Context: an optimization exercise on an open-source flow, tuned for small area. The choices shown serve that exercise and are no tape-out recipe.
In this exercise RTL edits were held to simulation tests only and were not proved equivalent to the original.
No activity file was given, so power comes from the tool's default toggle rates.

[design/flow/design.v]
`timescale 1ns/10ps
`default_nettype none
package bitstream_pkg;
    typedef logic [32-1:0] code_word_t;
    typedef logic [6-1:0] bit_count_t;
    typedef logic [5-1:0] fill_t;
endpackage
`default_nettype wire
`timescale 1ns/10ps
`default_nettype none
package component_pkg;
    typedef enum logic [1:0] {
        COMP_Y  = 2'd0,
        COMP_CB = 2'd1,
        COMP_CR = 2'd2
    } component_e;
    function automatic component_e next_component(input component_e comp);
        case (comp)
            component_pkg::COMP_Y:  next_component = component_pkg::COMP_CB;
            component_pkg::COMP_CB: next_component = component_pkg::COMP_CR;
            default:                next_component = component_pkg::COMP_Y;
        endcase
    endfunction
endpackage
`default_nettype wire
`timescale 1ns/10ps
`default_nettype none
module jpeg_stream_packer (
    input  wire                              clk,
    input  wire                              rst,
    input  wire                              seg_valid,
    input  wire component_pkg::component_e   seg_component,
    input  wire bitstream_pkg::code_word_t   seg_data,
    input  wire bitstream_pkg::bit_count_t   seg_length,
    input  wire                              seg_eob,
    output bitstream_pkg::code_word_t        word,
    output logic                             word_valid,
    output bitstream_pkg::fill_t             fill_count
);
    localparam int SLOTS = 32;
    localparam int AW    = 5;
    localparam int PW    = 34;    
    logic [4:0]    kpos;          
    logic [32:0]   enc;
    logic [PW-1:0] in_pay;
    assign kpos = 5'(~seg_length[4:0] + 5'd1);
    always_comb begin
        enc[0] = (kpos == 5'd0);
        for (int j = 1; j <= 32; j++) begin
            enc[j] = (j > kpos) ? seg_data[j-1] : (j == kpos);
        end
    end
    assign in_pay = {seg_eob, enc};
    logic [PW-1:0]    pay [SLOTS];
    logic [AW-1:0]    nxt [SLOTS];
    logic [SLOTS-1:0] freev;
    logic [AW-1:0]    head [3];
    logic [AW-1:0]    tail [3];
    logic [2:0]       ne;         
    logic [1:0]       cur;
    logic             rv;
    logic [PW-1:0]    r;
    logic [31:0]      acc;
    logic [4:0]       fill;
    logic [1:0]       cur_succ, c;
    logic             adv, wv, bypass, pop, last, wr, c_ne_after, c_is_curn;
    logic             ne_cur, ne_succ, ne_c;
    logic [AW-1:0]    h_cur, h_succ, t_cur, t_succ, h, tail_curn, tail_c, ff, f;
    logic [SLOTS-1:0] sel_cur, sel_succ, sel, ffoh, wsel;
    always_comb begin
        case (cur)
            2'd0:    cur_succ = 2'd1;
            2'd1:    cur_succ = 2'd2;
            default: cur_succ = 2'd0;
        endcase
    end
    always_comb begin
        case (cur)
            2'd1: begin
                ne_cur = ne[1]; h_cur = head[1]; t_cur = tail[1];
                ne_succ = ne[2]; h_succ = head[2]; t_succ = tail[2];
            end
            2'd2: begin
                ne_cur = ne[2]; h_cur = head[2]; t_cur = tail[2];
                ne_succ = ne[0]; h_succ = head[0]; t_succ = tail[0];
            end
            default: begin
                ne_cur = ne[0]; h_cur = head[0]; t_cur = tail[0];
                ne_succ = ne[1]; h_succ = head[1]; t_succ = tail[1];
            end
        endcase
    end
    assign adv = rv && r[PW-1];
    always_comb begin
        for (int i = 0; i < SLOTS; i++) begin
            sel_cur[i]  = (h_cur == AW'(i));
            sel_succ[i] = (h_succ == AW'(i));
        end
    end
    assign sel       = adv ? sel_succ : sel_cur;
    assign h         = adv ? h_succ : h_cur;
    assign tail_curn = adv ? t_succ : t_cur;
    assign pop       = adv ? ne_succ : ne_cur;
    assign last      = (h == tail_curn);
    assign c         = seg_component;
    assign wv        = seg_valid && (c != 2'd3);
    assign c_is_curn = adv ? (c == cur_succ) : (c == cur);
    assign bypass    = wv && c_is_curn && !pop;
    assign wr        = wv && !bypass;
    always_comb begin
        case (c)
            2'd1:    begin tail_c = tail[1]; ne_c = ne[1]; end
            2'd2:    begin tail_c = tail[2]; ne_c = ne[2]; end
            default: begin tail_c = tail[0]; ne_c = ne[0]; end
        endcase
    end
    assign c_ne_after = ne_c && !(pop && c_is_curn && last);
    logic [PW-1:0] rd_pay;
    logic [AW-1:0] rd_nxt;
    always_comb begin
        rd_pay = '0;
        rd_nxt = '0;
        for (int i = 0; i < SLOTS; i++) begin
            rd_pay = rd_pay | (pay[i] & {PW{sel[i]}});
            rd_nxt = rd_nxt | (nxt[i] & {AW{sel[i]}});
        end
    end
    always_comb begin
        ff = '0;
        for (int i = SLOTS - 1; i >= 0; i--) begin
            if (freev[i]) ff = AW'(i);
        end
    end
    assign ffoh = freev & ~(freev - 1'b1);
    assign f    = pop ? h : ff;
    assign wsel = pop ? sel : ffoh;
    always_ff @(posedge clk) begin
        if (rst) begin
            cur   <= 2'd0;
            rv    <= 1'b0;
            ne    <= '0;
            freev <= '1;
        end else begin
            if (adv) cur <= cur_succ;
            rv <= pop || bypass;
            for (int q = 0; q < 3; q++) begin
                if (pop && (adv ? (cur_succ == 2'(q)) : (cur == 2'(q)))) begin
                    if (last) ne[q] <= 1'b0;
                    else      head[q] <= rd_nxt;
                end
                if (wr && (c == 2'(q))) begin
                    if (!c_ne_after) begin
                        head[q] <= f;
                        ne[q]   <= 1'b1;
                    end
                    tail[q] <= f;
                end
            end
            if (wr && !pop) freev <= freev & ~ffoh;
            if (pop && !wr) freev <= freev | sel;
        end
    end
    always_ff @(posedge clk) begin
        for (int i = 0; i < SLOTS; i++) begin
            if (wr && wsel[i]) pay[i] <= in_pay;
        end
        if (wr && c_ne_after) nxt[tail_c] <= f;
        r <= pop ? rd_pay : in_pay;
    end
    logic [4:0]  tz;              
    logic        wrap;
    logic [31:0] rdat, rot, m;
    always_comb begin
        tz = '0;
        for (int i = 31; i >= 0; i--) begin
            if (r[i]) tz = 5'(i);
        end
    end
    assign rdat = r[32:1];
    assign rot  = 32'({rdat, rdat} >> fill);
    assign m    = 32'hffff_ffff >> fill;
    assign wrap = (fill >= tz);
    logic [31:0] merged;
    always_comb begin
        for (int i = 0; i < 32; i++) merged[i] = m[i] ? rot[i] : acc[i];
    end
    always_ff @(posedge clk) begin
        word       <= merged;
        word_valid <= !rst && rv && wrap;
    end
    assign fill_count = fill;
    always_ff @(posedge clk) begin
        if (rst) begin
            fill <= '0;
        end else if (rv) begin
            fill <= fill - tz;
        end
    end
    always_ff @(posedge clk) begin
        for (int i = 0; i < 32; i++) begin
            if (rv && (wrap || m[i])) acc[i] <= rot[i];
        end
    end
endmodule
`default_nettype wire
[design/flow/run.sh]
#!/bin/bash
# synth_recipe.tcl (not shown) runs the flow's synth.tcl, then flattens the netlist and writes it again
# the make line also repeats each setting of config.mk as NAME=value (left out here)
make -C /OpenROAD-flow-scripts/flow DESIGN_CONFIG=/design/flow/config.mk WORK_HOME=/design/flow/orfs CLKGATE_MAP_FILE= SYNTH_SCRIPT=/design/flow/synth_recipe.tcl finish
[design/flow/constraint.sdc]
create_clock -name core_clock -period 4.5 [get_ports {clk}]
set_input_delay 0.9000 -clock core_clock [delete_from_list [all_inputs] [get_ports {clk}]]
set_output_delay 0.9000 -clock core_clock [all_outputs]
set_load 0.01 [all_outputs]
[design/flow/config.mk]
export PLATFORM = sky130hd
export DESIGN_NAME = jpeg_stream_packer
export DESIGN_NICKNAME = jpeg_stream_packer
export VERILOG_FILES = /design/flow/design.v
export SDC_FILE = /design/flow/constraint.sdc
export NUM_CORES = 4
export LEC_CHECK = 0
export CAP_MARGIN = 10
export CORE_MARGIN = 2
export CORE_UTILIZATION = 60
export CTS_CLUSTER_DIAMETER = 120
export CTS_CLUSTER_SIZE = 24
export SLEW_MARGIN = 10
==> summary.txt, run 1 <==
Global routing
  – Total track usage: between 30% and 40%
  – Largest net degree at the start of global routing: 70
  – Initial antenna violation count: 9
  – Number of global-route vias before repair: 36200
  – First-pass GRT wire length: 270 mm
  – Grt ovf: 0

STA
  – Final Max Slew Viols: 0
  – Final hold vios: 0
  – Worst-Margin Slew: between 1000 and 1500 ps
  – RSZ-0062 raised after global routing: true
  – Period utilization: slightly below 100%
  – Final worst setup slack: 99.4 ps
  – Highest Clock Rate: ~230 MHz
  – Final min period: between 4000 and 5000 ps
  – Relative slew slack: between 20% and 30%
  – Post-route clock skew: between 30 and 40 ps
  – Final Setup Violations: 0

Clocking
  – Buffer levels on the longest clock path: 3
  – Post-CTS sizing: 0
  – Postcts setup bufs: 0
  – Htree depth: 3
  – Sinks on Clock Net: around 1400
  – CTS Root Cell: clkbuf_16
  – CTS tree: built
  – Cts bufs inserted: 69
  – Clk slew on worst S/H paths: about 100 ps
  – Worst skew pair latency: 700 ps
  – Hold-fix buffer count after cts: 0

Synth
  – Distinct cells, synth: 82
  – Syn Inst Count: 3778
  – Async S/R FF share, synth: 0%
  – Post-synth top flop: edfxtp_1
  – Syn_nets: roughly 3800
  – Mean post-synth cell area: around 15 um^2
  – Post-synth EDFFs: between 1000 and 1500
  – Register area share after synthesis: around three quarters
  – Synth Register Bits: approximately 1400
  – Warning count from the yosys run: 4
  – Area of the mapped netlist: 56800 um^2

Min path
  – Worst min path class: flop to flop
  – Worst Hold Depth: 2

Routing
  – DRC: 0
  – DRT Pass-1 Iters: 6
  – DR WL/cell: between 30 and 40 um
  – 1st-iter DRT viols: just over 7000
  – Routed wire length: 193 mm
  – Via count: just under 40000
  – Post-route ant nets: 0
  – Vias/cell: roughly 7.3

Critical path
  – Worst Path Required: 5100 ps
  – Setup CP Type: flop to flop
  – CP Max Fanout: 31
  – CP arrival: roughly 5000 ps
  – Reg2reg path depth: 15
  – Setup crit end kind: flop
  – Critical Path Source Type: flop

Placement
  – DP Cell Count: 5165
  – Port Buffer Count: 80
  – Setup Slack @ Placement: about 150 ps
  – Routability Congestion: around 0.93
  – Post-DP HPWL: 110 mm

Die
  – Io pins: 82
  – Initial Util: 60.7%
  – Die Height: between 300 and 400 um
  – DIE AREA: about 97000 um^2
  – Rows: between 100 and 150
  – Core area: 93600 um^2
  – Die extent in x: 312 um

Cells and area
  – Post-Layout Cell Count: between 5000 and 6000
  – Nets: slightly above 4000
  – Most frequent cells in the layout: 1309 x edfxtp_1, 468 x a22oi_1, 214 x buf_4, 211 x nand2_1, 175 x nor2_1
  – Most common cell after layout, fill and taps aside: edfxtp_1
  – Fin util: between 60 and 70%
  – Layout cells sized above 1: 14.5%
  – Synthesis-to-finish area growth: 12.8%
  – Fillers: 6431

Flow run
  – Max-cap viol count: 0

Pwr
  – Max rail drop VDD: between 0.3 and 0.4 mV
  – Leak pwr: about 21 nW
  – Tot Pwr: about 26 mW
  – Power Dens Cells: between 400 and 500 nW/um^2

Outcome
  – Outcome: finished clean
==> where the power goes <==
part           switching, mW  internal, mW
clock network           4.07          3.08
logic                   2.37          1.31
registers              0.227          14.8
==> through the flow <==
step	hold WS, ps	setup TNS (ps)	instance area (um^2)
floorplan	418	0	57000
global placement	438	0	62100
detailed placement	439	0	62100
CTS	435	0	64100
global route	475	-751	64100
finish	435	0	64100
==> critical path, cell delays in order, from the launching register on <==
cell	delay [ps]
dfxtp_1	400
inv_1	100
ha_1	550
buf_12	230
nor2_1	80
a21oi_1	370
a32oi_2	170
buf_4	240
nor3_2	790
buf_12	380
a22oi_1	140
nand2_1	100
nor4_1	70
buf_4	130
a21oi_1	270
buf_4	260
==> worst paths after layout <==
check	startpoint	endpoint	slack, ps
hold / removal	acc[16]$_DFFE_PP_	word[16]$_DFF_P_	440
hold reg to reg	acc[16]$_DFFE_PP_	word[16]$_DFF_P_	440
setup / recovery	cur[0]$_SDFFE_PP0N_	r[20]$_DFF_P_	100
setup reg to reg	cur[0]$_SDFFE_PP0N_	r[20]$_DFF_P_	100
==> cell type report <==
cell class,instances,area [um^2],area share [%]
Multi-Input combinational cell,2070,14800,23.1
Clock inverter,6,95.1,0.148
Clock buffer,107,1930,3.01
Inverter,50,189,0.295
Tap cell,1254,1570,2.45
Antenna cell,6,15.0,0.0234
Sequential cell,1419,41500,64.7
Timing Repair Buffer,373,4000,6.23
==> routing by layer <==
layer,part of all wire [%],track usage [%],vias up
met5,0.021,0,-
met1,35,54.6,19200
met2,45,60.6,3269
met4,4.7,16.0,6
met3,15,9.14,543
li1,-,-,15600
==> state kept, by name, summed over array words and instances, names as in the netlist <==
| register | cells |
|---|---|
| pay | 1088 |
| nxt | 160 |
| r | 34 |
| freev | 32 |
| word | 32 |
| acc | 31 |
| head | 15 |
| tail | 15 |
| fill | 5 |
| ne | 3 |
| cur | 2 |
| rv | 1 |
| word_valid | 1 |
==> synthesized netlist by cell type, types with 26 or more instances <==
cell,instances,area [um^2]
clkbuf_1,155,582
mux4_2,36,811
nand4_1,96,601
nor4_1,30,188
a221oi_1,40,350
buf_2,36,180
edfxtp_1,1309,39300
inv_1,47,176
a22oi_1,468,3510
mux2i_1,76,761
nand2_1,211,792
a211oi_1,26,195
nand3_1,84,420
mux2_2,47,529
buf_1,36,135
nor2_1,195,732
dfxtp_1,110,2200
a22o_1,54,473
o21ai_0,106,531
a21oi_1,179,896
nor3_1,84,420
==> kinds of logic (layout without fill, tap and decap cells) <==
group	count (synthesis)	after routing	share of synthesized area, %
buffers and inverters	289	536	2.10
AO/OA/AOI/OAI	1074	1074	13.5
XOR/XNOR	16	16	0.247
AND/OR/NAND/NOR	797	797	6.82
flip-flops	1419	1419	73.0
multiplexers	163	163	3.80
other	0	6	0
adder cells (fa/ha/maj)	20	20	0.453
==> run 2: changes to the inputs <==
--- a/design/flow/design.v
+++ b/design/flow/design.v
@@ -59,3 +59,3 @@
     logic [2:0]       ne;         
-    logic [1:0]       cur;
+    logic [1:0]       cur;        
     logic             rv;
@@ -64,6 +64,6 @@
     logic [4:0]       fill;
-    logic [1:0]       cur_succ, c;
+    logic [1:0]       cur_succ, c, rc;
     logic             adv, wv, bypass, pop, last, wr, c_ne_after, c_is_curn;
-    logic             ne_cur, ne_succ, ne_c;
-    logic [AW-1:0]    h_cur, h_succ, t_cur, t_succ, h, tail_curn, tail_c, ff, f;
+    logic             ne_c;
+    logic [AW-1:0]    h, tail_curn, tail_c, ff, f;
     logic [SLOTS-1:0] sel_cur, sel_succ, sel, ffoh, wsel;
@@ -76,18 +76,2 @@
     end
-    always_comb begin
-        case (cur)
-            2'd1: begin
-                ne_cur = ne[1]; h_cur = head[1]; t_cur = tail[1];
-                ne_succ = ne[2]; h_succ = head[2]; t_succ = tail[2];
-            end
-            2'd2: begin
-                ne_cur = ne[2]; h_cur = head[2]; t_cur = tail[2];
-                ne_succ = ne[0]; h_succ = head[0]; t_succ = tail[0];
-            end
-            default: begin
-                ne_cur = ne[0]; h_cur = head[0]; t_cur = tail[0];
-                ne_succ = ne[1]; h_succ = head[1]; t_succ = tail[1];
-            end
-        endcase
-    end
     assign adv = rv && r[PW-1];
@@ -95,4 +79,4 @@
         for (int i = 0; i < SLOTS; i++) begin
-            sel_cur[i]  = (h_cur == AW'(i));
-            sel_succ[i] = (h_succ == AW'(i));
+            sel_cur[i]  = (head[0] == AW'(i));
+            sel_succ[i] = (head[1] == AW'(i));
         end
@@ -100,9 +84,16 @@
     assign sel       = adv ? sel_succ : sel_cur;
-    assign h         = adv ? h_succ : h_cur;
-    assign tail_curn = adv ? t_succ : t_cur;
-    assign pop       = adv ? ne_succ : ne_cur;
+    assign h         = adv ? head[1] : head[0];
+    assign tail_curn = adv ? tail[1] : tail[0];
+    assign pop       = adv ? ne[1] : ne[0];
     assign last      = (h == tail_curn);
-    assign c         = seg_component;
+    assign c = seg_component;
+    always_comb begin
+        case ({cur, c})
+            {2'd0, 2'd1}, {2'd1, 2'd2}, {2'd2, 2'd0}: rc = 2'd1;
+            {2'd0, 2'd2}, {2'd1, 2'd0}, {2'd2, 2'd1}: rc = 2'd2;
+            default:                                  rc = 2'd0;
+        endcase
+    end
     assign wv        = seg_valid && (c != 2'd3);
-    assign c_is_curn = adv ? (c == cur_succ) : (c == cur);
+    assign c_is_curn = adv ? (rc == 2'd1) : (rc == 2'd0);
     assign bypass    = wv && c_is_curn && !pop;
@@ -110,3 +101,3 @@
     always_comb begin
-        case (c)
+        case (rc)
             2'd1:    begin tail_c = tail[1]; ne_c = ne[1]; end
@@ -136,2 +127,29 @@
     assign wsel = pop ? sel : ffoh;
+    logic [AW-1:0] head_u [3];
+    logic [AW-1:0] tail_u [3];
+    logic [2:0]    ne_u;
+    always_comb begin
+        for (int k = 0; k < 3; k++) begin
+            head_u[k] = head[k];
+            tail_u[k] = tail[k];
+            ne_u[k]   = ne[k];
+            if (pop && ((k == 1) == adv) && (k != 2)) begin
+                if (last) ne_u[k]   = 1'b0;
+                else      head_u[k] = rd_nxt;
+            end
+            if (wr && (rc == 2'(k))) begin
+                if (!c_ne_after) begin
+                    head_u[k] = f;
+                    ne_u[k]   = 1'b1;
+                end
+                tail_u[k] = f;
+            end
+        end
+    end
+    always_ff @(posedge clk) begin
+        for (int k = 0; k < 3; k++) begin
+            head[k] <= adv ? head_u[(k + 1) % 3] : head_u[k];
+            tail[k] <= adv ? tail_u[(k + 1) % 3] : tail_u[k];
+        end
+    end
     always_ff @(posedge clk) begin
@@ -145,15 +163,3 @@
             rv <= pop || bypass;
-            for (int q = 0; q < 3; q++) begin
-                if (pop && (adv ? (cur_succ == 2'(q)) : (cur == 2'(q)))) begin
-                    if (last) ne[q] <= 1'b0;
-                    else      head[q] <= rd_nxt;
-                end
-                if (wr && (c == 2'(q))) begin
-                    if (!c_ne_after) begin
-                        head[q] <= f;
-                        ne[q]   <= 1'b1;
-                    end
-                    tail[q] <= f;
-                end
-            end
+            ne <= adv ? {ne_u[0], ne_u[2], ne_u[1]} : ne_u;
             if (wr && !pop) freev <= freev & ~ffoh;
--- a/design/flow/config.mk
+++ b/design/flow/config.mk
@@ -9,3 +9,3 @@
 export CORE_MARGIN = 2
-export CORE_UTILIZATION = 60
+export CORE_UTILIZATION = 68
 export CTS_CLUSTER_DIAMETER = 120
==> summary.txt, run 2 <==
Outcome
  – Outcome: finished clean

Routing
  – Vias/cell: around 7.8
  – Via count: 38500
  – Routed wire length: 185 mm
  – Post-route ant nets: 0
  – DRT Pass-1 Iters: 6
  – DRC: 0
  – 1st-iter DRT viols: 6842
  – DR WL/cell: between 30 and 40 um

Synth
  – Warning count from the yosys run: 6
  – Cell taking the most area after synthesis: edfxtp_1
  – Syn Inst Count: approximately 3600
  – Area of the mapped netlist: 55900 um^2
  – Post-synth EDFFs: ~1300
  – Mean post-synth cell area: 15.4 um^2
  – Post-synth top flop: edfxtp_1
  – Synth Register Bits: 1419
  – Async S/R FF share, synth: 0%
  – Syn_nets: about 3700
  – Count leader, synth: edfxtp_1
  – Top cells by area, synth: edfxtp_1 69%, a22oi_1 5.4%, dfxtp_1 5.0%
  – Register area share after synthesis: roughly 74%
  – Top cell type's share of synthesized area: between 60% and 70%
  – Distinct cells, synth: between 80 and 90
  – Synth cell count leaders: 1279 x edfxtp_1, 404 x a22oi_1, 199 x nor2_1, 172 x nand2_1, 140 x dfxtp_1

Pwr
  – Leak pwr: just over 20 nW
  – Power Dens Cells: around 500 nW/um^2
  – Max rail drop VDD: between 0.4 and 0.5 mV

STA
  – Setup TNS: 0 ps
  – Final Max Slew Viols: 0
  – Highest Clock Rate: roughly 230 MHz
  – Post-route clock skew: around 35 ps
  – Final hold vios: 0
  – Worst-Margin Slew: between 1000 and 1500 ps
  – Final min period: between 4000 and 5000 ps
  – Final Setup Violations: 0
  – Final worst setup slack: 94.8 ps
  – RSZ-0062 raised after global routing: false
  – Period utilization: 97.9%
  – Relative slew slack: 18.5%

Clocking
  – Htree depth: 3
  – Sinks on Clock Net: approximately 1400
  – CTS Root Cell: clkbuf_16
  – Cts bufs inserted: 69
  – Worst skew pair latency: around 670 ps
  – Buffer levels on the longest clock path: 3
  – Hold-fix buffer count after cts: 0
  – CTS tree: built
  – Clk slew on worst S/H paths: 110 ps

Placement
  – Routability Congestion: a little under 1
  – Setup Slack @ Placement: -111 ps
  – Port Buffer Count: 80
  – Post-DP HPWL: ~110 mm

Die
  – Core area: between 80000 and 90000 um^2
  – DIE AREA: 84500 um^2
  – Die Height: about 290 um
  – Die extent in x: slightly below 300 um
  – Rows: 105
  – Initial Util: 68.4%
  – Io pins: 82

Critical path
  – Setup crit end kind: flop
  – Setup CP Type: flop to flop
  – Critical Path Source Type: flop
  – Worst R2R Setup Slack: between 90 and 100 ps
  – Worst Path Required: 4990 ps
  – CP Max Fanout: 20
  – CP arrival: roughly 4900 ps

Flow run
  – Max-cap viol count: 0

Global routing
  – Largest net degree at the start of global routing: 45
  – Initial antenna violation count: 10
  – Number of global-route vias before repair: around 37000
  – Grt ovf: 0
  – Total track usage: a little over two fifths
  – First-pass GRT wire length: between 200 and 300 mm

Cells and area
  – Most common cell after layout, fill and taps aside: edfxtp_1
  – Fillers: 4595
  – Nets: between 3000 and 4000
  – Layout cells sized above 1: 14.6%
  – Top flop regs: pay: 1088 flops, nxt: 160 flops, r: 34 flops
  – Largest Register: pay
  – Synthesis-to-finish area growth: 12.1%
  – Max reg flops: roughly 1100
  – Most frequent cells in the layout: 1279 x edfxtp_1, 404 x a22oi_1, 242 x buf_4, 171 x nor2_1, 171 x nand2_1

Min path
  – Worst min path class: flop to flop
## run 2: changes by cell type in the layout (fill, tap and decap cells not counted), sizes merged, moves of 17 or more
| cell | change |
|---|---|
| nand2 | -39 |
| a211oi | -17 |
| edfxtp | -30 |
| a221o | +42 |
| nand3 | -25 |
| a21oi | -88 |
| a221oi | +34 |
| a22oi | -64 |
| a31oi | +29 |
| dfxtp | +30 |
| mux2i | +17 |
| nor3 | -30 |
| a22o | +43 |
| nand4 | -30 |
## run 2: metal layers
| metal | vias to the layer above | part of all wire, % | GRT usage [%] |
|---|---|---|---|
| met5 | - | 0.036 | 0.284 |
| met1 | 18700 | 32 | 57.0 |
| met4 | 6 | 6.5 | 22.6 |
| li1 | 15100 | - | - |
| met3 | 794 | 17 | 14.4 |
| met2 | 3862 | 45 | 65.9 |
## run 2: path summary, 6_finish.rpt
| kind | start | to | depth (start not counted) |
|---|---|---|---|
| worst min-delay path | acc[28]$_DFFE_PP_ | word[28]$_DFF_P_ | 2 |
| worst min register to register | acc[28]$_DFFE_PP_ | word[28]$_DFF_P_ | 2 |
| worst max-delay path | r[33]$_DFF_P_ | r[29]$_DFF_P_ | 9 |
| worst max register to register | r[33]$_DFF_P_ | r[29]$_DFF_P_ | 9 |
## run 2: cell type report
cell class              count  area, um^2  area share [%]
diodes                      3        7.51          0.0120
clock buffers              92        1860            2.96
clock inverters             7         120           0.192
inverters                  41         154           0.246
multi-input cells        1939       14000            22.3
flip-flops and latches   1419       41200            65.8
well taps                1070        1340            2.14
repair buffers            388        3930            6.28
## run 2: report_power, final
part	total [mW]	leakage, nW	internal (mW)	switching, mW
combinational	8.59	6.56	2.93	5.66
sequential	15.7	12.9	15.2	0.545
clock	6.98	0.954	2.96	4.02
## run 2: what timing repair did
action | 4_1_cts | 5_1_grt
gates resized for setup | 0 | 3
setup endpoints to repair | 0 | 6
buffers inserted | 0 | 2
## run 2: logic make-up after synthesis
family,Yosys count,share of synthesized area (%)
xor+xnor,20,0.314
flops,1419,73.8
buf+inv,272,2.10
fa+ha+maj,13,0.305
mux,156,3.50
simple gates,711,6.24
compound gates,1039,13.8
## run 2: stage by stage
step | utilization, % | cells | total power [mW] | area (um^2) | hold slack, ps
2_1_floorplan | - | 3630 | 20.4 | 55900 | 418
6_report | 76.6 | 4959 | 31.3 | 62600 | 471
5_1_grt | 76.6 | 4959 | 32.0 | 62600 | 489
3_3_place_gp | 74.2 | 4854 | 24.0 | 60600 | 444
4_1_cts | 76.6 | 4953 | 30.9 | 62600 | 463
3_5_place_dp | 74.2 | 4854 | 24.2 | 60600 | 451
## run 2: worst max-delay path, cell delays in order, from the launching register on
cell	delay [ps]
dfxtp_1	490
and2_1	410
o21ai_1	530
nand2_1	540
nor2_4	660
buf_4	500
a22oi_1	150
and4_1	230
and3_1	140
a31oi_1	520
==> run 3: changes to the inputs <==
--- a/design/flow/config.mk
+++ b/design/flow/config.mk
@@ -9,3 +9,3 @@
 export CORE_MARGIN = 2
-export CORE_UTILIZATION = 68
+export CORE_UTILIZATION = 60
 export CTS_CLUSTER_DIAMETER = 120
==> summary.txt, run 3 <==
Cells and area
  – Max reg flops: between 1000 and 1500
  – Synthesis-to-finish area growth: 12.6%
  – Most common cell after layout, fill and taps aside: edfxtp_1
  – Fillers: 6231
  – Post-route cell area: 62900 um^2
  – Layout cells sized above 1: between 10% and 20%
  – Most frequent cells in the layout: 1279 x edfxtp_1, 404 x a22oi_1, 245 x buf_4, 173 x nor2_1, 171 x nand2_1
  – Fin util: 68.4%
  – Nets: just under 4000
  – Top flop regs: pay: 1088 flops, nxt: 160 flops, r: 34 flops
  – Post-Layout Cell Count: ~5100
  – Largest Register: pay

Synth
  – Synth Register Bits: about 1400
  – Cell taking the most area after synthesis: edfxtp_1
  – Count leader, synth: edfxtp_1
  – Syn_nets: around 3700
  – Post-synth EDFFs: between 1000 and 1500
  – Area of the mapped netlist: 55900 um^2
  – Post-synth top flop: edfxtp_1
  – Synth cell count leaders: 1279 x edfxtp_1, 404 x a22oi_1, 199 x nor2_1, 172 x nand2_1, 140 x dfxtp_1
  – Async S/R FF share, synth: 0%
  – Warning count from the yosys run: 6
  – Syn Inst Count: between 3000 and 4000
  – Distinct cells, synth: a little over 80
  – Top cells by area, synth: edfxtp_1 69%, a22oi_1 5.4%, dfxtp_1 5.0%
  – Top cell type's share of synthesized area: roughly 70%
  – Register area share after synthesis: 73.8%
  – Mean post-synth cell area: ~15 um^2

Die
  – Die Height: ~310 um
  – Io pins: slightly above 80
  – Core area: roughly 92000 um^2
  – Die extent in x: 309 um
  – DIE AREA: between 90000 and 100000 um^2
  – Initial Util: about three fifths
  – Rows: between 100 and 150

Min path
  – Hold_sp: acc[16]$_DFFE_PP_
  – Hold endpoint: word[16]$_DFF_P_
  – Worst Hold Depth: 2
  – Worst min path class: flop to flop

STA
  – Post-route clock skew: between 20 and 30 ps
  – Worst-Margin Slew: 1170 ps
  – Final Max Slew Viols: 0
  – Final hold vios: 0
  – Setup TNS: 0 ps
  – Final min period: around 4400 ps
  – RSZ-0062 raised after global routing: false
  – Highest Clock Rate: around 230 MHz
  – Relative slew slack: 21.6%
  – Period utilization: between 90% and 100%
  – Final Setup Violations: 0

Critical path
  – RR Endpoint: r[16]$_DFF_P_
  – Reg2reg path depth: 9
  – CP arrival: about 5000 ps
  – Setup crit end kind: flop
  – Critical path origin: r[33]$_DFF_P_
  – Worst R2R Setup Slack: about 91 ps
  – Setup CP Type: flop to flop
  – Worst Path Required: between 5000 and 6000 ps
  – Critical Path Source Type: flop
  – CP Max Fanout: 14
  – Reg2reg start: r[33]$_DFF_P_

Routing
  – 1st-iter DRT viols: about 6000
  – Post-route ant nets: 0
  – Vias/cell: about 7.3
  – DR WL/cell: 36.2 um
  – Routed wire length: between 150 and 200 mm
  – Via count: around 38000
  – DRC: 0
  – DRT Pass-1 Iters: 6

Placement
  – Port Buffer Count: 80
  – Post-DP Area: between 60000 and 70000 um^2
  – Post-DP HPWL: 113 mm
  – Routability Congestion: approximately 0.94
  – DP Cell Count: just over 5000

Clocking
  – CTS tree: built
  – Hold-fix buffer count after cts: 0
  – Buffer levels on the longest clock path: 3
  – Worst skew pair latency: ~700 ps
  – Cts bufs inserted: 69
  – Clk slew on worst S/H paths: roughly 110 ps
  – CTS Root Cell: clkbuf_16
  – Post-CTS sizing: 0
  – Htree depth: 3
  – Postcts setup bufs: 0
  – Sinks on Clock Net: 1419

Global routing
  – Largest net degree at the start of global routing: 51
  – First-pass GRT wire length: between 200 and 300 mm
  – Grt ovf: 0
  – Number of global-route vias before repair: around 36000
  – Initial antenna violation count: 5
  – Total track usage: around two fifths

Pwr
  – Power Dens Cells: 501 nW/um^2
  – Leak pwr: slightly above 20 nW
  – Max rail drop VDD: about 0.35 mV
  – Tot Pwr: ~32 mW

Flow run
  – Max-cap viol count: 0

Outcome
  – Outcome: finished clean
==> run 3: cell counts after synthesis <==
Identical to the previous run, type by type.
==> run 3: where the power goes <==
part           internal (mW)  leakage [nW]  switching [mW]
clock network           2.95         0.951            4.08
logic                   3.03          6.56            5.74
registers               15.2          12.9           0.522
total                   21.2          20.4            10.3
==> run 3: critical path, stage by stage (launching register included) <==
cell      delay, ps
dfxtp_1         620
and2_1          480
o21a_1          610
nor3_2          220
buf_4           230
a221oi_1        670
nand3_1         160
nor4_1          880
a31oi_1         180
buf_4           210
==> run 3: cells by family after synthesis <==
kind of cell | share of synthesized area, %
xor+xnor | 0.314
fa+ha+maj | 0.305
buf+inv | 2.10
simple gates | 6.24
mux | 3.50
flops | 73.8
compound gates | 13.8
==> run 3: metrics by stage <==
stage	hold WS [ps]	setup WS [ps]
after detailed placement	436	-91.7
after global routing	499	106
after floorplan	418	12.5
after CTS	459	358
final	452	90.7
after global placement	444	-65.9
==> run 3: layout make-up <==
cell class	count	area, um^2	share of cell area [%]
clock buffers	98	1860	2.95
clock inverters	6	135	0.215
repair buffers	391	3960	6.29
multi-input cells	1939	14000	22.3
flip-flops and latches	1419	41200	65.5
inverters	41	154	0.245
diodes	4	10.0	0.0159
well taps	1243	1560	2.47
==> run 3: per-layer routing <==
| metal | vias up | track usage [%] | wire length (um) |
|---|---|---|---|
| li1 | 15100 | - | - |
| met1 | 18900 | 53.8 | 67400 |
| met2 | 3131 | 59.9 | 84800 |
| met3 | 499 | 9.50 | 24600 |
| met4 | 6 | 16.3 | 9200 |
| met5 | - | 0 | 36 |
==> run 3: how the worst max path moves through the flow <==
stage / endpoint / depth (start not counted)
after floorplan: pay[11][0]$_DFFE_PP_ / 9
after global placement: pay[29][18]$_DFFE_PP_ / 14
after detailed placement: pay[29][18]$_DFFE_PP_ / 14
after CTS: r[16]$_DFF_P_ / 10
after global routing: acc[1]$_DFFE_PP_ / 19
final: r[16]$_DFF_P_ / 9
==> run 4: changes to the inputs <==
--- a/design/flow/config.mk
+++ b/design/flow/config.mk
@@ -7,3 +7,3 @@
 export LEC_CHECK = 0
-export CAP_MARGIN = 10
+export CAP_MARGIN = 0
 export CORE_MARGIN = 2
@@ -12,2 +12,2 @@
 export CTS_CLUSTER_SIZE = 24
-export SLEW_MARGIN = 10
+export SLEW_MARGIN = 0
==> summary.txt, run 4 <==
Global routing
  – Number of global-route vias before repair: between 30000 and 40000
  – Total track usage: between 30 and 40%
  – Largest net degree at the start of global routing: between 50 and 60
  – Grt ovf: 0
  – Initial antenna violation count: 5
  – First-pass GRT wire length: 261 mm

Clocking
  – Cts bufs inserted: 69
  – Clk slew on worst S/H paths: between 100 and 150 ps
  – Post-CTS sizing: 0
  – Buffer levels on the longest clock path: 3
  – Worst skew pair latency: roughly 700 ps
  – CTS Root Cell: clkbuf_16
  – Hold-fix buffer count after cts: 0
  – CTS tree: built
  – Postcts setup bufs: 0
  – Sinks on Clock Net: 1419
  – Htree depth: 3

Placement
  – DP Cell Count: roughly 5000
  – Port Buffer Count: 80
  – Routability Congestion: roughly 0.94
  – Post-DP HPWL: about 110 mm
  – Setup Slack @ Placement: -91.7 ps

STA
  – RSZ-0062 raised after global routing: false
  – Final worst setup slack: 90.7 ps
  – Period utilization: approximately 98%
  – Worst-Margin Slew: ~1200 ps
  – Final Max Slew Viols: 0
  – Relative slew slack: between 20% and 30%
  – Post-route clock skew: between 20 and 30 ps
  – Final hold vios: 0
  – Final Setup Violations: 0
  – Highest Clock Rate: ~230 MHz
  – Final min period: approximately 4400 ps

Routing
  – DR WL/cell: approximately 36 um
  – Via count: 37600
  – Vias/cell: approximately 7.3
  – 1st-iter DRT viols: 6026
  – DRC: 0
  – DRT Pass-1 Iters: 6
  – Post-route ant nets: 0
  – Routed wire length: between 150 and 200 mm

Cells and area
  – Max reg flops: between 1000 and 1500
  – Top flop regs: pay: 1088 flops, nxt: 160 flops, r: 34 flops
  – Largest Register: pay
  – Post-Layout Cell Count: around 5100
  – Most frequent cells in the layout: 1279 x edfxtp_1, 404 x a22oi_1, 245 x buf_4, 173 x nor2_1, 171 x nand2_1
  – Fillers: 6231
  – Synthesis-to-finish area growth: 12.6%
  – Footprint of the multi-input gates: around 14000 um^2
  – FF+latch area: just over 40000 um^2
  – Layout cells sized above 1: approximately 15%
  – Nets: a little under 4000
  – Most common cell after layout, fill and taps aside: edfxtp_1

Die
  – Io pins: 82
  – Die extent in x: between 300 and 400 um
  – Rows: 111
  – DIE AREA: between 90000 and 100000 um^2
  – Initial Util: between 60% and 70%
  – Die Height: roughly 310 um
  – Core area: 91900 um^2

Critical path
  – RR Endpoint: r[16]$_DFF_P_
  – Setup crit end kind: flop
  – Reg2reg start: r[33]$_DFF_P_
  – CP arrival: 4980 ps
  – Critical Path Source Type: flop
  – Worst Path Required: approximately 5100 ps
  – Worst R2R Setup Slack: between 90 and 100 ps
  – Setup CP Type: flop to flop
  – CP Max Fanout: 14
  – Reg2reg path depth: 9

Min path
  – Worst Hold Depth: 2
  – Worst min path class: flop to flop
  – Hold_sp: acc[16]$_DFFE_PP_
  – Hold endpoint: word[16]$_DFF_P_

Synth
  – Syn Inst Count: roughly 3600
  – Post-synth EDFFs: around 1300
  – Syn_nets: around 3700
  – Area of the mapped netlist: between 50000 and 60000 um^2
  – Count leader, synth: edfxtp_1
  – Cell taking the most area after synthesis: edfxtp_1
  – Top cells by area, synth: edfxtp_1 69%, a22oi_1 5.4%, dfxtp_1 5.0%
  – Top cell type's share of synthesized area: between 60 and 70%
  – Async S/R FF share, synth: 0%
  – Synth cell count leaders: 1279 x edfxtp_1, 404 x a22oi_1, 199 x nor2_1, 172 x nand2_1, 140 x dfxtp_1
  – Mean post-synth cell area: roughly 15 um^2
  – Warning count from the yosys run: 6
  – Distinct cells, synth: between 80 and 90
  – Synth Register Bits: 1419
  – Post-synth top flop: edfxtp_1
  – Register area share after synthesis: between 70 and 80%

Pwr
  – Power Dens Cells: 501 nW/um^2
  – Tot Pwr: 31.5 mW
  – Max rail drop VDD: between 0.3 and 0.4 mV
  – Leak pwr: ~20 nW

Outcome
  – Outcome: finished clean

Flow run
  – Max-cap viol count: 0
## run 4: cells by family after synthesis
group	share of synthesized area, %
buffers and inverters	2.10
AO/OA/AOI/OAI	13.8
multiplexers	3.50
flip-flops	73.8
XOR/XNOR	0.314
adder cells (fa/ha/maj)	0.305
AND/OR/NAND/NOR	6.24
## run 4: stage by stage
step / hold slack [ps] / cell area [um^2] / TNS [ps] / util, %
after floorplan: 418 / 55900 / 0 / -
after global placement: 444 / 60900 / -1360 / 66.2
after detailed placement: 436 / 60900 / -2010 / 66.2
after CTS: 459 / 62900 / 0 / 68.4
after global routing: 499 / 62900 / 0 / 68.4
final: 452 / 62900 / 0 / 68.4
## run 4: cell type report
class / instances / share of cell area (%)
Inverter: 41 / 0.245
Antenna cell: 4 / 0.0159
Multi-Input combinational cell: 1939 / 22.3
Timing Repair Buffer: 391 / 6.29
Tap cell: 1243 / 2.47
Sequential cell: 1419 / 65.5
Clock inverter: 6 / 0.215
Clock buffer: 98 / 2.95
## run 4: layer usage
layer / track usage, % / share of wire, % / vias up / wire length (um)
li1: - / - / 15100 / -
met1: 53.8 / 36 / 18900 / 67400
met2: 59.9 / 46 / 3131 / 84800
met3: 9.50 / 13 / 499 / 24600
met4: 16.3 / 4.9 / 6 / 9200
met5: 0 / 0.019 / - / 36
## run 4: critical path, stage by stage, from the launching register on
cell      delay, ps
dfxtp_1         620
and2_1          480
o21a_1          610
nor3_2          220
buf_4           230
a221oi_1        670
nand3_1         160
nor4_1          880
a31oi_1         180
buf_4           210
## run 4: power breakdown
part	switching (mW)	internal, mW
Sequential	0.522	15.2
Combinational	5.74	3.03
Clock	4.08	2.95
Total	10.3	21.2
## run 4: how the worst max path moves through the flow
| stage | start | to |
|---|---|---|
| floorplan | seg_component[1] | pay[11][0]$_DFFE_PP_ |
| global placement | seg_component[1] | pay[29][18]$_DFFE_PP_ |
| detailed placement | seg_component[1] | pay[29][18]$_DFFE_PP_ |
| CTS | r[33]$_DFF_P_ | r[16]$_DFF_P_ |
| global route | r[31]$_DFF_P_ | acc[1]$_DFFE_PP_ |
| finish | r[33]$_DFF_P_ | r[16]$_DFF_P_ |
==> run 5: changes to the inputs <==
--- a/design/flow/config.mk
+++ b/design/flow/config.mk
@@ -7,7 +7,7 @@
 export LEC_CHECK = 0
-export CAP_MARGIN = 0
+export CAP_MARGIN = 10
 export CORE_MARGIN = 2
 export CORE_UTILIZATION = 60
-export CTS_CLUSTER_DIAMETER = 120
-export CTS_CLUSTER_SIZE = 24
-export SLEW_MARGIN = 0
+export CTS_CLUSTER_DIAMETER = 110
+export CTS_CLUSTER_SIZE = 28
+export SLEW_MARGIN = 10
==> summary.txt, run 5 <==
Synth
  – Async S/R FF share, synth: 0%
  – Cell taking the most area after synthesis: edfxtp_1
  – Mux cell area share after synthesis: between 3 and 4%
  – Syn Inst Count: 3630
  – Largest family of logic cells by synthesized area: compound AO/OA/AOI/OAI gates
  – Synth Register Bits: between 1000 and 1500
  – Post-synth EDFFs: between 1000 and 1500
  – Top cell type's share of synthesized area: between 60 and 70%
  – Synth Area in Adders: 0.305%
  – Syn_nets: between 3000 and 4000
  – Warning count from the yosys run: 6
  – Post-synthesis xor/xnor area fraction: less than 1%
  – Distinct cells, synth: slightly above 80
  – Top cells by area, synth: edfxtp_1 69%, a22oi_1 5.4%, dfxtp_1 5.0%
  – Post-synth top flop: edfxtp_1
  – Compound-gate portion of the synthesized area: roughly 14%
  – Synth cell count leaders: 1279 x edfxtp_1, 404 x a22oi_1, 199 x nor2_1, 172 x nand2_1, 140 x dfxtp_1
  – Area of the mapped netlist: around 56000 um^2
  – Count leader, synth: edfxtp_1
  – Post-synthesis simple-gate area fraction: between 6 and 7%
  – Register area share after synthesis: 73.8%
  – Mean post-synth cell area: about 15 um^2

Pwr
  – Psw: 10.2 mW
  – Logic pwr share: around 28%
  – Leak pwr: between 20 and 25 nW
  – Sequential Power Share: about half
  – Power Dens Cells: between 400 and 500 nW/um^2
  – Max rail drop VDD: 0.448 mV
  – Clk network pwr share: around a fifth
  – Sw Ratio: about a third
  – P_int: 20.7 mW

Placement
  – Post-DP HPWL: ~110 mm
  – Port Buffer Count: 80
  – Routability Congestion: around 0.94

Clocking
  – Htree depth: 2
  – Sinks on Clock Net: around 1400
  – Hold-fix buffer count after cts: 0
  – Cts bufs inserted: 57
  – Worst skew pair latency: ~760 ps
  – Postcts setup bufs: 0
  – Buffer levels on the longest clock path: 3
  – Clk slew on worst S/H paths: 110 ps
  – CTS Root Cell: clkbuf_16
  – Post-CTS sizing: 0
  – CTS tree: built

Critical path
  – Reg2reg start: r[33]$_DFF_P_
  – CP Max Fanout: 14
  – Setup crit end kind: flop
  – Worst R2R Setup Slack: between 50 and 60 ps
  – Worst Path Required: between 5000 and 6000 ps
  – Reg2reg path depth: 9
  – Setup CP Type: flop to flop
  – RR Endpoint: r[16]$_DFF_P_
  – CP arrival: between 5000 and 6000 ps
  – Critical Path Source Type: flop

Routing
  – DRT Pass-1 Iters: 6
  – DR WL/cell: 36.1 um
  – Via count: approximately 37000
  – Post-route ant nets: 0
  – DRC: 0
  – Routed wire length: ~190 mm
  – Vias/cell: around 7.2
  – 1st-iter DRT viols: ~6400

STA
  – Final Max Slew Viols: 0
  – Final min period: 4440 ps
  – Final Setup Violations: 0
  – Post-route clock skew: roughly 49 ps
  – Relative slew slack: approximately 20%
  – Worst-Margin Slew: 1190 ps
  – Min Hold Slack: between 400 and 500 ps
  – RSZ-0062 raised after global routing: false
  – Highest Clock Rate: about 230 MHz
  – Period utilization: between 90% and 100%
  – Final hold vios: 0

Global routing
  – Number of global-route vias before repair: 35300
  – Initial antenna violation count: 8
  – First-pass GRT wire length: around 260 mm
  – Grt ovf: 0
  – Largest net degree at the start of global routing: a little over 50
  – Total track usage: 38.8%

Cells and area
  – Nets: 3906
  – Largest Register: pay
  – Fin util: between 60 and 70%
  – Synthesis-to-finish area growth: 12.1%
  – Top flop regs: pay: 1088 flops, nxt: 160 flops, r: 34 flops
  – Most common cell after layout, fill and taps aside: edfxtp_1
  – Layout cells sized above 1: 14.2%
  – Max reg flops: between 1000 and 1500
  – Most frequent cells in the layout: 1279 x edfxtp_1, 404 x a22oi_1, 245 x buf_4, 173 x nor2_1, 171 x nand2_1

Die
  – DIE AREA: ~96000 um^2
  – Rows: about 110
  – Initial Util: between 60% and 70%
  – Core area: ~92000 um^2
  – Die extent in x: ~310 um
  – Die Height: slightly above 300 um
  – Io pins: 82

Outcome
  – Outcome: finished clean

Flow run
  – Max-cap viol count: 0

Min path
  – Hold_sp: acc[16]$_DFFE_PP_
  – Hold endpoint: word[16]$_DFF_P_
  – Worst min path class: flop to flop
  – Worst Hold Depth: 2
-- run 5: cell counts after synthesis --
No cell type changed its count.
-- run 5: per-layer routing --
| metal | share of wire, % | GRT usage, % |
|---|---|---|
| met3 | 13 | 8.89 |
| met2 | 45 | 59.5 |
| met5 | 0.024 | 0 |
| met1 | 36 | 53.8 |
| met4 | 5.2 | 17.0 |
-- run 5: through the flow --
stage | instance area, um^2 | TNS (ps) | power (mW) | cells | worst slack, ps
3_5_place_dp | 60900 | -2010 | 24.5 | 5033 | -91.7
4_1_cts | 62600 | 0 | 30.7 | 5141 | 367
3_3_place_gp | 60900 | -1360 | 24.4 | 5033 | -65.9
5_1_grt | 62600 | 0 | 31.7 | 5141 | 114
6_report | 62600 | 0 | 30.9 | 5143 | 59.8
2_1_floorplan | 55900 | 0 | 20.4 | 3630 | 12.5
-- run 5: area by class of cell --
type / count / area (um^2)
Clock inverter: 8 / 121
Multi-Input combinational cell: 1939 / 14000
Tap cell: 1243 / 1560
Clock buffer: 100 / 1590
Antenna cell: 2 / 5.00
Timing Repair Buffer: 391 / 3960
Fill cell: 6300 / 29300
Inverter: 41 / 154
Sequential cell: 1419 / 41200
-- run 5: worst max path at each step --
| stage | startpoint | to | cells past startpoint |
|---|---|---|---|
| 2_1_floorplan | seg_component[1] | pay[11][0]$_DFFE_PP_ | 9 |
| 3_3_place_gp | seg_component[1] | pay[29][18]$_DFFE_PP_ | 14 |
| 3_5_place_dp | seg_component[1] | pay[29][18]$_DFFE_PP_ | 14 |
| 4_1_cts | r[33]$_DFF_P_ | r[16]$_DFF_P_ | 10 |
| 5_1_grt | r[31]$_DFF_P_ | acc[1]$_DFFE_PP_ | 19 |
| 6_report | r[33]$_DFF_P_ | r[16]$_DFF_P_ | 9 |
-- run 5: logic make-up (layout without fill, tap and decap cells) --
family                   after synthesis  count (layout)
AND/OR/NAND/NOR                      711             711
AO/OA/AOI/OAI                       1039            1039
multiplexers                         156             156
buffers and inverters                272             540
XOR/XNOR                              20              20
flip-flops                          1419            1419
adder cells (fa/ha/maj)               13              13
other                                  0               2
-- run 5: worst max-delay path: stages, from the launching register on --
cell and delay, ps:
dfxtp_1 610, and2_1 480, o21a_1 620, nor3_2 220, buf_4 220, a221oi_1 710, nand3_1 170, nor4_1 900
a31oi_1 180, buf_4 210
-- run 5: power groups by stage --
stage	Sequential [mW]	Combinational, mW	Clock [mW]
2_1_floorplan	15.8	4.58	0
3_3_place_gp	16.0	8.39	0
3_5_place_dp	16.0	8.51	0
4_1_cts	15.7	8.55	6.45
5_1_grt	15.8	9.11	6.85
6_report	15.7	8.76	6.45
==> run 6: changes to the inputs <==
--- a/design/flow/design.v
+++ b/design/flow/design.v
@@ -61,3 +61,3 @@
     logic             rv;
-    logic [PW-1:0]    r;
+    logic [PW-2:0]    r;          
     logic [31:0]      acc;
@@ -65,6 +65,6 @@
     logic [1:0]       cur_succ, c, rc;
-    logic             adv, wv, bypass, pop, last, wr, c_ne_after, c_is_curn;
+    logic             wv, bypass, pop, last, wr, c_ne_after, c_is_cur, turn;
     logic             ne_c;
-    logic [AW-1:0]    h, tail_curn, tail_c, ff, f;
-    logic [SLOTS-1:0] sel_cur, sel_succ, sel, ffoh, wsel;
+    logic [AW-1:0]    h, tail_c, ff, f;
+    logic [SLOTS-1:0] sel, ffoh, wsel;
     always_comb begin
@@ -76,14 +76,8 @@
     end
-    assign adv = rv && r[PW-1];
-    always_comb begin
-        for (int i = 0; i < SLOTS; i++) begin
-            sel_cur[i]  = (head[0] == AW'(i));
-            sel_succ[i] = (head[1] == AW'(i));
-        end
-    end
-    assign sel       = adv ? sel_succ : sel_cur;
-    assign h         = adv ? head[1] : head[0];
-    assign tail_curn = adv ? tail[1] : tail[0];
-    assign pop       = adv ? ne[1] : ne[0];
-    assign last      = (h == tail_curn);
+    always_comb begin
+        for (int i = 0; i < SLOTS; i++) sel[i] = (head[0] == AW'(i));
+    end
+    assign h    = head[0];
+    assign pop  = ne[0];
+    assign last = (head[0] == tail[0]);
     assign c = seg_component;
@@ -96,6 +90,6 @@
     end
-    assign wv        = seg_valid && (c != 2'd3);
-    assign c_is_curn = adv ? (rc == 2'd1) : (rc == 2'd0);
-    assign bypass    = wv && c_is_curn && !pop;
-    assign wr        = wv && !bypass;
+    assign wv       = seg_valid && (c != 2'd3);
+    assign c_is_cur = (rc == 2'd0);
+    assign bypass   = wv && c_is_cur && !pop;
+    assign wr       = wv && !bypass;
     always_comb begin
@@ -107,3 +101,3 @@
     end
-    assign c_ne_after = ne_c && !(pop && c_is_curn && last);
+    assign c_ne_after = ne_c && !(pop && c_is_cur && last);
     logic [PW-1:0] rd_pay;
@@ -118,2 +112,3 @@
     end
+    assign turn = pop ? rd_pay[PW-1] : (bypass && seg_eob);
     always_comb begin
@@ -135,3 +130,3 @@
             ne_u[k]   = ne[k];
-            if (pop && ((k == 1) == adv) && (k != 2)) begin
+            if (pop && (k == 0)) begin
                 if (last) ne_u[k]   = 1'b0;
@@ -150,4 +145,4 @@
         for (int k = 0; k < 3; k++) begin
-            head[k] <= adv ? head_u[(k + 1) % 3] : head_u[k];
-            tail[k] <= adv ? tail_u[(k + 1) % 3] : tail_u[k];
+            head[k] <= turn ? head_u[(k + 1) % 3] : head_u[k];
+            tail[k] <= turn ? tail_u[(k + 1) % 3] : tail_u[k];
         end
@@ -161,5 +156,5 @@
         end else begin
-            if (adv) cur <= cur_succ;
+            if (turn) cur <= cur_succ;
             rv <= pop || bypass;
-            ne <= adv ? {ne_u[0], ne_u[2], ne_u[1]} : ne_u;
+            ne <= turn ? {ne_u[0], ne_u[2], ne_u[1]} : ne_u;
             if (wr && !pop) freev <= freev & ~ffoh;
@@ -173,3 +168,3 @@
         if (wr && c_ne_after) nxt[tail_c] <= f;
-        r <= pop ? rd_pay : in_pay;
+        r <= pop ? rd_pay[PW-2:0] : in_pay[PW-2:0];
     end
@@ -205,5 +200,3 @@
     always_ff @(posedge clk) begin
-        for (int i = 0; i < 32; i++) begin
-            if (rv && (wrap || m[i])) acc[i] <= rot[i];
-        end
+        if (rv) acc <= wrap ? rot : merged;
     end
--- a/design/flow/config.mk
+++ b/design/flow/config.mk
@@ -10,4 +10,4 @@
 export CORE_UTILIZATION = 60
-export CTS_CLUSTER_DIAMETER = 110
-export CTS_CLUSTER_SIZE = 28
+export CTS_CLUSTER_DIAMETER = 120
+export CTS_CLUSTER_SIZE = 24
 export SLEW_MARGIN = 10
==> summary.txt, run 6 <==
Placement
  – Routability Congestion: roughly 0.94
  – Post-DP HPWL: between 90 and 100 mm
  – Port Buffer Count: 80
  – Setup Slack @ Placement: around 160 ps

STA
  – Final worst setup slack: ~310 ps
  – Final hold vios: 0
  – Final Max Slew Viols: 0
  – Min Hold Slack: between 500 and 600 ps
  – Post-route clock skew: roughly 40 ps
  – Period utilization: between 90% and 100%
  – Setup TNS: 0 ps
  – Relative slew slack: approximately 27%
  – Worst-Margin Slew: 1090 ps
  – Final min period: ~4200 ps
  – Highest Clock Rate: about 240 MHz
  – RSZ-0062 raised after global routing: false
  – Final Setup Violations: 0

Critical path
  – Worst R2R Setup Slack: just over 300 ps
  – CP arrival: between 4000 and 5000 ps
  – CP Max Fanout: 35
  – Critical Path Source Type: flop
  – Worst Path Required: a little under 5000 ps
  – Setup CP Type: flop to flop
  – Setup crit end kind: flop

Clocking
  – Cts bufs inserted: 69
  – CTS tree: built
  – Postcts setup bufs: 0
  – Clk slew on worst S/H paths: 100 ps
  – CTS Root Cell: clkbuf_16
  – Buffer levels on the longest clock path: 3
  – Hold-fix buffer count after cts: 0
  – Post-CTS sizing: 0
  – Htree depth: 3
  – Worst skew pair latency: about 700 ps
  – Sinks on Clock Net: between 1000 and 1500

Global routing
  – Initial antenna violation count: 15
  – Grt ovf: 0
  – Number of global-route vias before repair: between 30000 and 40000
  – Largest net degree at the start of global routing: approximately 120
  – First-pass GRT wire length: 260 mm
  – Total track usage: 39.2%

Cells and area
  – Synthesis-to-finish area growth: 11.7%
  – Max reg flops: about 1100
  – Top flop regs: pay: 1088 flops, nxt: 160 flops, r: 33 flops
  – Largest Register: pay
  – Layout cells sized above 1: 12.5%
  – Nets: roughly 4100
  – Most frequent cells in the layout: 1279 x edfxtp_1, 556 x a22oi_1, 441 x nand2_1, 175 x nor2_1, 160 x buf_4
  – Most common cell after layout, fill and taps aside: edfxtp_1
  – # diodes: 0

Die
  – Io pins: 82
  – Core area: roughly 92000 um^2
  – Initial Util: about three fifths
  – Die extent in x: 309 um
  – DIE AREA: 95700 um^2
  – Rows: 111
  – Die Height: between 300 and 400 um

Synth
  – Post-synth EDFFs: between 1000 and 1500
  – Mean post-synth cell area: between 10 and 15 um^2
  – Synth Register Bits: 1418
  – Async S/R FF share, synth: 0%
  – Top cells by area, synth: edfxtp_1 69%, a22oi_1 7.5%, dfxtp_1 5.0%
  – Distinct cells, synth: 70
  – Warning count from the yosys run: 6
  – Syn Inst Count: a little under 4000
  – Post-synth top flop: edfxtp_1
  – Syn_nets: between 3000 and 4000
  – Top cell type's share of synthesized area: 68.7%
  – Count leader, synth: edfxtp_1
  – Synth cell count leaders: 1279 x edfxtp_1, 556 x a22oi_1, 441 x nand2_1, 237 x nor2_1, 185 x clkbuf_1
  – Register area share after synthesis: 73.6%
  – Area of the mapped netlist: approximately 56000 um^2
  – Cell taking the most area after synthesis: edfxtp_1

Flow run
  – Max-cap viol count: 0

Routing
  – Vias/cell: just over 7
  – Via count: around 38000
  – DRT Pass-1 Iters: 8
  – Routed wire length: about 190 mm
  – 1st-iter DRT viols: 6849
  – DRC: 0
  – Post-route ant nets: 0
  – DR WL/cell: approximately 35 um

Pwr
  – Tot Pwr: about 35 mW
  – Leak pwr: around 20 nW
  – Power Dens Cells: around 550 nW/um^2
  – Max rail drop VDD: 0.761 mV

Min path
  – Worst min path class: flop to flop

Outcome
  – Outcome: finished clean
run 6: power by group:
part / switching (mW) / internal, mW
combinational: 7.16 / 4.07
sequential: 0.777 / 15.6
clock: 4.09 / 2.91
total: 12.0 / 22.6
run 6: path summary, 6_finish.rpt:
kind / start / end / cells after the start
hold / removal: acc[16]$_DFFE_PP_ / word[16]$_DFF_P_ / 1
hold reg to reg: acc[16]$_DFFE_PP_ / word[16]$_DFF_P_ / 1
setup reg to reg: r[26]$_DFF_P_ / acc[6]$_DFFE_PP_ / 17
setup / recovery: r[26]$_DFF_P_ / acc[6]$_DFFE_PP_ / 17
run 6: through the flow:
step           cells  instance area (um^2)  util [%]
2_1_floorplan   3862                 55900         -
3_3_place_gp    5166                 60500      65.7
3_5_place_dp    5166                 60500      65.7
4_1_cts         5265                 62500      67.9
5_1_grt         5265                 62500      67.9
6_report        5265                 62500      67.9
run 6: cell type report:
type | instances | area, um^2
well taps | 1243 | 1560
clock inverters | 9 | 179
inverters | 41 | 154
fillers | 6305 | 29600
flip-flops and latches | 1418 | 41200
multi-input cells | 2162 | 14400
clock buffers | 90 | 1810
repair buffers | 302 | 3240
run 6: cells by family after synthesis:
kind of cell / share of synthesized area, %
fa+ha+maj: 0.327
simple gates: 7.94
flops: 73.6
xor+xnor: 0.235
buf+inv: 1.92
mux: 3.54
compound gates: 12.4
run 6: metal layers:
metal / global-route usage [%] / share of wire (%) / vias to the layer above
li1: - / - / 15400
met2: 58.1 / 44 / 3065
met3: 9.69 / 15 / 532
met5: 0 / 0.072 / -
met4: 18.7 / 5.5 / 20
met1: 55.0 / 36 / 18600
run 6: worst max-delay path: stages, from the launching register on:
cell      delay [ps]
dfxtp_1          370
nor2_1           180
o31ai_1          110
a211oi_1         250
o31ai_1          110
a211oi_1         250
o31ai_1          100
a211oi_1         340
o32a_1           240
ha_1             250
a21o_1           170
a21oi_1          200
a21boi_0         130
o21ai_1          270
nor2b_2          250
buf_12           200
and3_1           190
mux2_2           330
==> run 7: changes to the inputs <==
--- a/design/flow/config.mk
+++ b/design/flow/config.mk
@@ -10,4 +10,4 @@
 export CORE_UTILIZATION = 60
-export CTS_CLUSTER_DIAMETER = 120
-export CTS_CLUSTER_SIZE = 24
+export CTS_CLUSTER_DIAMETER = 110
+export CTS_CLUSTER_SIZE = 28
 export SLEW_MARGIN = 10
==> summary.txt, run 7 <==
Outcome
  – Outcome: finished clean

Clocking
  – Cts bufs inserted: between 50 and 60
  – Htree depth: 2
  – CTS tree: built
  – Sinks on Clock Net: around 1400
  – Clk slew on worst S/H paths: between 100 and 150 ps
  – CTS Root Cell: clkbuf_16
  – Buffer levels on the longest clock path: 3
  – Worst skew pair latency: approximately 730 ps
  – Postcts setup bufs: 0
  – Hold-fix buffer count after cts: 0

Cells and area
  – Post-route cell area: 62200 um^2
  – Largest Register: pay
  – Max reg flops: between 1000 and 1500
  – Layout cells sized above 1: 12.2%
  – Nets: approximately 4000
  – Top flop regs: pay: 1088 flops, nxt: 160 flops, r: 33 flops
  – Most common cell after layout, fill and taps aside: edfxtp_1
  – Synthesis-to-finish area growth: 11.2%
  – Most frequent cells in the layout: 1279 x edfxtp_1, 556 x a22oi_1, 441 x nand2_1, 175 x nor2_1, 160 x buf_4

Global routing
  – First-pass GRT wire length: ~260 mm
  – Initial antenna violation count: 12
  – Largest net degree at the start of global routing: ~120
  – Number of global-route vias before repair: between 30000 and 40000
  – Total track usage: 39.0%
  – Grt ovf: 0

Synth
  – Post-synth EDFFs: 1279
  – Area of the mapped netlist: around 56000 um^2
  – Register area share after synthesis: about three quarters
  – Warning count from the yosys run: 6
  – Mean post-synth cell area: about 14 um^2
  – Synth Register Bits: roughly 1400
  – Post-synth top flop: edfxtp_1
  – Distinct cells, synth: 70
  – Syn_nets: about 4000
  – Top cell type's share of synthesized area: 68.7%
  – Cell taking the most area after synthesis: edfxtp_1
  – Async S/R FF share, synth: 0%
  – Synth cell count leaders: 1279 x edfxtp_1, 556 x a22oi_1, 441 x nand2_1, 237 x nor2_1, 185 x clkbuf_1
  – Count leader, synth: edfxtp_1
  – Syn Inst Count: between 3000 and 4000
  – Top cells by area, synth: edfxtp_1 69%, a22oi_1 7.5%, dfxtp_1 5.0%

Critical path
  – CP arrival: between 4000 and 5000 ps
  – Slowest-stage cell, CP: dfxtp_1
  – Worst Path Required: approximately 5000 ps
  – Setup CP Type: flop to flop
  – Critical Path, Cell by Cell: nor2_1 -> o31ai_1 -> a211oi_1 -> o31ai_1 -> a211oi_1 -> o31ai_1 -> a211oi_1 -> o32a_1 -> ha_1 -> a21o_1 -> a21oi_1 -> a21boi_0 -> o21ai_2 -> nor2b_2 -> buf_12 -> and3_1 -> mux2_2
  – Reg2reg path depth: 17
  – CP Max Fanout: 35
  – Setup crit end kind: flop
  – Max incr delay on CP: around 380 ps
  – Critical Path Source Type: flop

Routing
  – Routed wire length: roughly 190 mm
  – Post-route ant nets: 0
  – DRC: 0
  – DRT Pass-1 Iters: 9
  – Via count: between 30000 and 40000
  – Vias/cell: approximately 7.1
  – 1st-iter DRT viols: 6606
  – DR WL/cell: ~36 um

Placement
  – Routability Congestion: around 0.94
  – Post-DP HPWL: between 90 and 100 mm
  – Post-DP Area: 60500 um^2
  – Port Buffer Count: 80

Die
  – Initial Util: between 60% and 70%
  – Core area: ~92000 um^2
  – Die extent in x: 309 um
  – Io pins: 82
  – DIE AREA: around 96000 um^2
  – Rows: ~110
  – Die Height: a little over 300 um

Min path
  – Worst Hold Depth: 1
  – Worst min path class: flop to flop

STA
  – RSZ-0062 raised after global routing: false
  – Highest Clock Rate: roughly 240 MHz
  – Worst-Margin Slew: between 1000 and 1500 ps
  – Final hold vios: 0
  – Post-route clock skew: around 32 ps
  – Relative slew slack: between 20% and 30%
  – Final min period: ~4200 ps
  – Final Max Slew Viols: 0
  – Final Setup Violations: 0
  – Period utilization: 92.2%
  – Setup TNS: 0 ps

Pwr
  – Leak pwr: ~20 nW
  – Power Dens Cells: ~550 nW/um^2
  – Max rail drop VDD: 0.759 mV

Flow run
  – Max-cap viol count: 0
run 7: changes by cell type in the layout (fill, tap and decap cells not counted):
cell,before,now
clkbuf_16,69,59
clkinv_16,3,1
inv_16,2,0
bufinv_16,0,1
clkinv_2,0,1
clkinv_8,2,1
diode_2,0,1
inv_6,1,2
o21ai_1,4,3
o21ai_2,2,3
run 7: logic make-up (layout without fill, tap and decap cells):
kind of cell	after synthesis	after routing	synth area share [%]
AO/OA/AOI/OAI	993	993	12.4
XOR/XNOR	15	15	0.235
adder cells (fa/ha/maj)	14	14	0.327
buffers and inverters	282	430	1.92
flip-flops	1418	1418	73.6
multiplexers	152	152	3.54
other	0	1	0
AND/OR/NAND/NOR	988	988	7.94
run 7: critical path, delay by kind of cell, from the launching register on:
| family | cells | cell delay [ps] |
|---|---|---|
| DFF | 1 | 380 |
| AOI/OAI and AO/OA | 11 | 2120 |
| buffers and inverters | 1 | 210 |
| and+or+nand+nor | 3 | 600 |
| adders and majority gates | 1 | 250 |
| muxes | 1 | 330 |
run 7: stage by stage:
step / instances / power [mW] / util (%) / hold slack, ps / setup slack, ps
after floorplan: 3862 / 23.0 / - / 449 / 17.7
after global placement: 5166 / 27.3 / 65.7 / 481 / 154
after detailed placement: 5166 / 27.6 / 65.7 / 484 / 161
after CTS: 5253 / 33.8 / 67.5 / 513 / 180
after global routing: 5253 / 35.3 / 67.5 / 537 / 70.6
final: 5254 / 34.0 / 67.5 / 510 / 350
run 7: final timing paths:
check / startpoint / to / slack [ps]
setup / recovery: r[26]$_DFF_P_ / acc[6]$_DFFE_PP_ / 350
hold / removal: acc[16]$_DFFE_PP_ / word[16]$_DFF_P_ / 510
setup reg to reg: r[26]$_DFF_P_ / acc[6]$_DFFE_PP_ / 350
hold reg to reg: acc[16]$_DFFE_PP_ / word[16]$_DFF_P_ / 510
run 7: per-layer routing:
metal / GRT usage, % / vias up / part of all wire, %
li1: - / 15400 / -
met1: 54.5 / 18500 / 36
met2: 58.4 / 3057 / 44
met3: 9.97 / 544 / 15
met4: 17.9 / 12 / 5.6
met5: 0 / - / 0.040
run 7: area by class of cell:
type / instances / area [um^2]
multi-input combinational: 2162 / 14400
inverter: 41 / 154
tap: 1243 / 1560
sequential: 1418 / 41200
clock buffer: 80 / 1560
clock inverter: 7 / 106
timing repair buffer: 302 / 3240
antenna: 1 / 2.50
fill: 6352 / 29900
run 7: report_power, final:
part	internal, mW	switching, mW	total (mW)
clock	2.51	3.91	6.41
sequential	15.6	0.784	16.4
combinational	4.08	7.18	11.3
total	22.2	11.9	34.0
run 7: repair_timing:
action,in CTS,in global routing
setup endpoints to repair,0,7
hold endpoints to repair,0,0
resized for setup,0,3

[re-timing with driven ports]
The results above use ideal ports. As a check the final layouts listed here were re-extracted and re-timed, cells and wires unchanged. Step 1 sets driving cells, clkbuf_16 on the clock port and buf_2 on the other inputs (assumed; they add their load-dependent delay and slew). Step 2 times the ports against the registers' clock, not the clock port: input delays grow and output delays shrink by t, the midpoint of the rising clock arrivals with the driver on. a / b / c = ideal ports / drivers / drivers and shift; a / b = the first two.
| run | t, ns | setup slack, ns | hold WS [ns] |
|---|---|---|---|
| run 1 | 0.750 | 0.099 / 0.099 / 0.099 | 0.435 / 0.435 / 0.435 |
| run 2 | 0.728 | 0.095 / 0.095 / -0.192 | 0.471 / 0.471 / 0.471 |
| run 3 | 0.756 | 0.091 / 0.091 / -0.211 | 0.452 / 0.452 / 0.452 |
| run 4 | 0.756 | 0.091 / 0.091 / -0.211 | 0.452 / 0.452 / 0.452 |
| run 5 | 0.816 | 0.060 / 0.060 / -0.226 | 0.457 / 0.457 / 0.457 |
| run 6 | 0.769 | 0.306 / 0.306 / 0.093 | 0.509 / 0.509 / 0.509 |
| run 7 | 0.790 | 0.350 / 0.350 / 0.122 | 0.510 / 0.510 / 0.510 |
Met with ideal ports but missed after step 2: setup timing in run 2, run 3, run 4 and run 5.
